From an optimization exercise on the open Yosys and OpenROAD flow, aimed at small area and a short achievable clock period; shortcuts taken in it are not production practice.

## build 14
Design cacc_fp48_calc, start of the top module:
module cacc_fp48_calc (
  input  wire        nvdla_core_clk,
  input  wire        nvdla_core_rstn,
  input  wire        in_valid,
  input  wire        in_sel,
  input  wire [43:0] in_data,
  input  wire [47:0] in_op,
  input  wire        in_op_valid,
  output wire [47:0] out_partial_data,
  output reg         out_partial_valid,
  output reg  [31:0] out_final_data,
  output reg         out_final_valid
);
  reg r1_valid, r1_fin;
  reg r2_valid, r2_fin;
  reg r3_fin;
  always @(posedge nvdla_core_clk or negedge nvdla_core_rstn) begin
    if (!nvdla_core_rstn) begin
      r1_valid          <= 1'b0;
      r1_fin            <= 1'b0;
      r2_valid          <= 1'b0;
      r2_fin            <= 1'b0;
      r3_fin            <= 1'b0;
      out_partial_valid <= 1'b0;
      out_final_valid   <= 1'b0;
    end else begin
      r1_valid          <= in_valid;
      r1_fin            <= in_valid & in_sel;
      r2_valid          <= r1_valid;
      r2_fin            <= r1_fin;
      r3_fin            <= r2_fin;
      out_partial_valid <= r2_valid & ~r2_fin;
      out_final_valid   <= r3_fin;
    end
  end
  wire [5:0]  d_expo = in_data[43:38];
  wire [37:0] d_mant = in_data[37:0];
  wire [7:0]  o_expo = in_op_valid ? in_op[47:40] : 8'd0;
  wire [39:0] o_mant = in_op_valid ? in_op[39:0] : 40'd0;
  wire d_zero = ~(|d_mant);
  wire d_nan  = &d_expo;
  wire o_zero = ~(|o_mant);
  wire o_nan  = &o_expo;
  wire [5:0] d_lead;
  cacc_lsd #(.WIDTH(36)) u_lsd36 (
    .value (d_mant[35:0]),
    .cnt   (d_lead)
  );
  reg [35:0] r1_dm;
  reg [5:0]  r1_lead;
  reg [5:0]  r1_de;
  reg        r1_dzero;
  reg [7:0]  r1_oe;
  reg [39:0] r1_om;
  ...
Size in the first run: about 3,800 cells after synthesis, ~180 I/O pins.
Settings: LEC_CHECK=0, ABC_AREA=1, CAP_MARGIN=20, CORE_MARGIN=2, CORE_UTILIZATION=40, SETUP_SLACK_MARGIN=5, SLEW_MARGIN=20; clock period 10.0 ns.
run.sh (not shown) runs the stock make flow with config.mk's settings and CLKGATE_MAP_FILE= SYNTH_SCRIPT=/design/flow/synth_recipe.tcl, a recipe that flattens the netlist after the stock synthesis.
[inputs] build 78 vs build 14
# build 14
export LEC_CHECK = 0
export ABC_AREA = 1
export CAP_MARGIN = 20
export CORE_MARGIN = 2
export CORE_UTILIZATION = 40
export SETUP_SLACK_MARGIN = 5
export SLEW_MARGIN = 20
create_clock -name core_clock -period 10.0 [get_ports {nvdla_core_clk}]
# build 78
export LEC_CHECK = 0
export ABC_AREA = 1
export CAP_MARGIN = 20
export CORE_MARGIN = 2
export CORE_UTILIZATION = 40
export SETUP_SLACK_MARGIN = 3.5
export SLEW_MARGIN = 20
create_clock -name core_clock -period 10.0 [get_ports {nvdla_core_clk}]
## What came out
Build 78 gives less overall track demand over capacity in global routing than build 14 did. Build 78 went all the way through the flow, and no timing, DRC or antenna check failed. Per the comparison of build 78 with build 14, hold slack increased by 0.0098 ns relative to the old numbers, maximum frequency decreased by about 4.6% relative to the old numbers, worst setup slack after layout decreased by 0.30 ns relative to the old numbers, post-synthesis net count comparable. Compared with build 14, in build 78 routed wire length went down, share of the clock period used by the worst path has increased, cell count went down.
diff inputs: build 78 => build 77
# build 78
export LEC_CHECK = 0
export ABC_AREA = 1
export CAP_MARGIN = 20
export CORE_MARGIN = 2
export CORE_UTILIZATION = 40
export SETUP_SLACK_MARGIN = 3.5
export SLEW_MARGIN = 20
create_clock -name core_clock -period 10.0 [get_ports {nvdla_core_clk}]
# build 77
export LEC_CHECK = 0
export ABC_AREA = 1
export CAP_MARGIN = 20
export CORE_MARGIN = 2
export CORE_UTILIZATION = 40
export SLEW_MARGIN = 20
create_clock -name core_clock -period 10.0 [get_ports {nvdla_core_clk}]
==> comparison <==
Build 78 and build 77 ended up with roughly the same worst hold slack across all endpoints.
Build 77: design area is about 4.6% lower than what build 78 reported.
Portion of the post-synthesis area used by sequential elements: build 77 vs build 78 identical
Post-route clock period utilization: build 77 vs build 78 up 12 points
Going from build 78 to build 77, global routing met3 resource utilization did not really move; share of final layout cell area taken by clock buffers and inverters grew by 0.20 points; number of multi-input combinational cells in the layout flat; global routing met2 resource utilization fell 0.33 points.
Total routing usage reported by global routing: build 77 vs build 78 down 0.28 points
Build 77 | stages: all done | timing, DRC, antenna: all pass
No functional check of the RTL was part of any run of this note.

re-timing with driven ports:
The flow's constraints put no driver on any port. The routed layouts listed below were extracted and timed again, unchanged, in two steps. Step 1 assumes that a clkbuf_16 drives the clock port and a buf_2 every other input. Step 2 adds t to the input delays and takes it off the output delays; t is the mean of the earliest and latest rising clock arrival at the registers after step 1. Input paths then give back, and output paths get back, about the clock's delay inside the block. a / b / c = ideal ports / drivers / drivers and shift; a / b = the first two.
run	t (ns)	slack for setup (ns)	latest minus earliest clock arrival (ns)	slew at the worst register clock pin (ns)	worst data-port slew with drivers (ns)
build 14	0.617	3.849 / 3.849 / 3.849	0.035 / 0.035	0.07 / 0.07	0.05
build 78	0.614	3.550 / 3.550 / 3.347	0.038 / 0.038	0.06 / 0.06	0.05
build 77	0.617	2.333 / 2.333 / 2.333	0.038 / 0.038	0.06 / 0.06	0.04
After both steps every run listed still meets setup and hold. The setup slack of build 78, which loses most, moves by 0.000 ns with the drivers and by -0.203 ns with both steps.
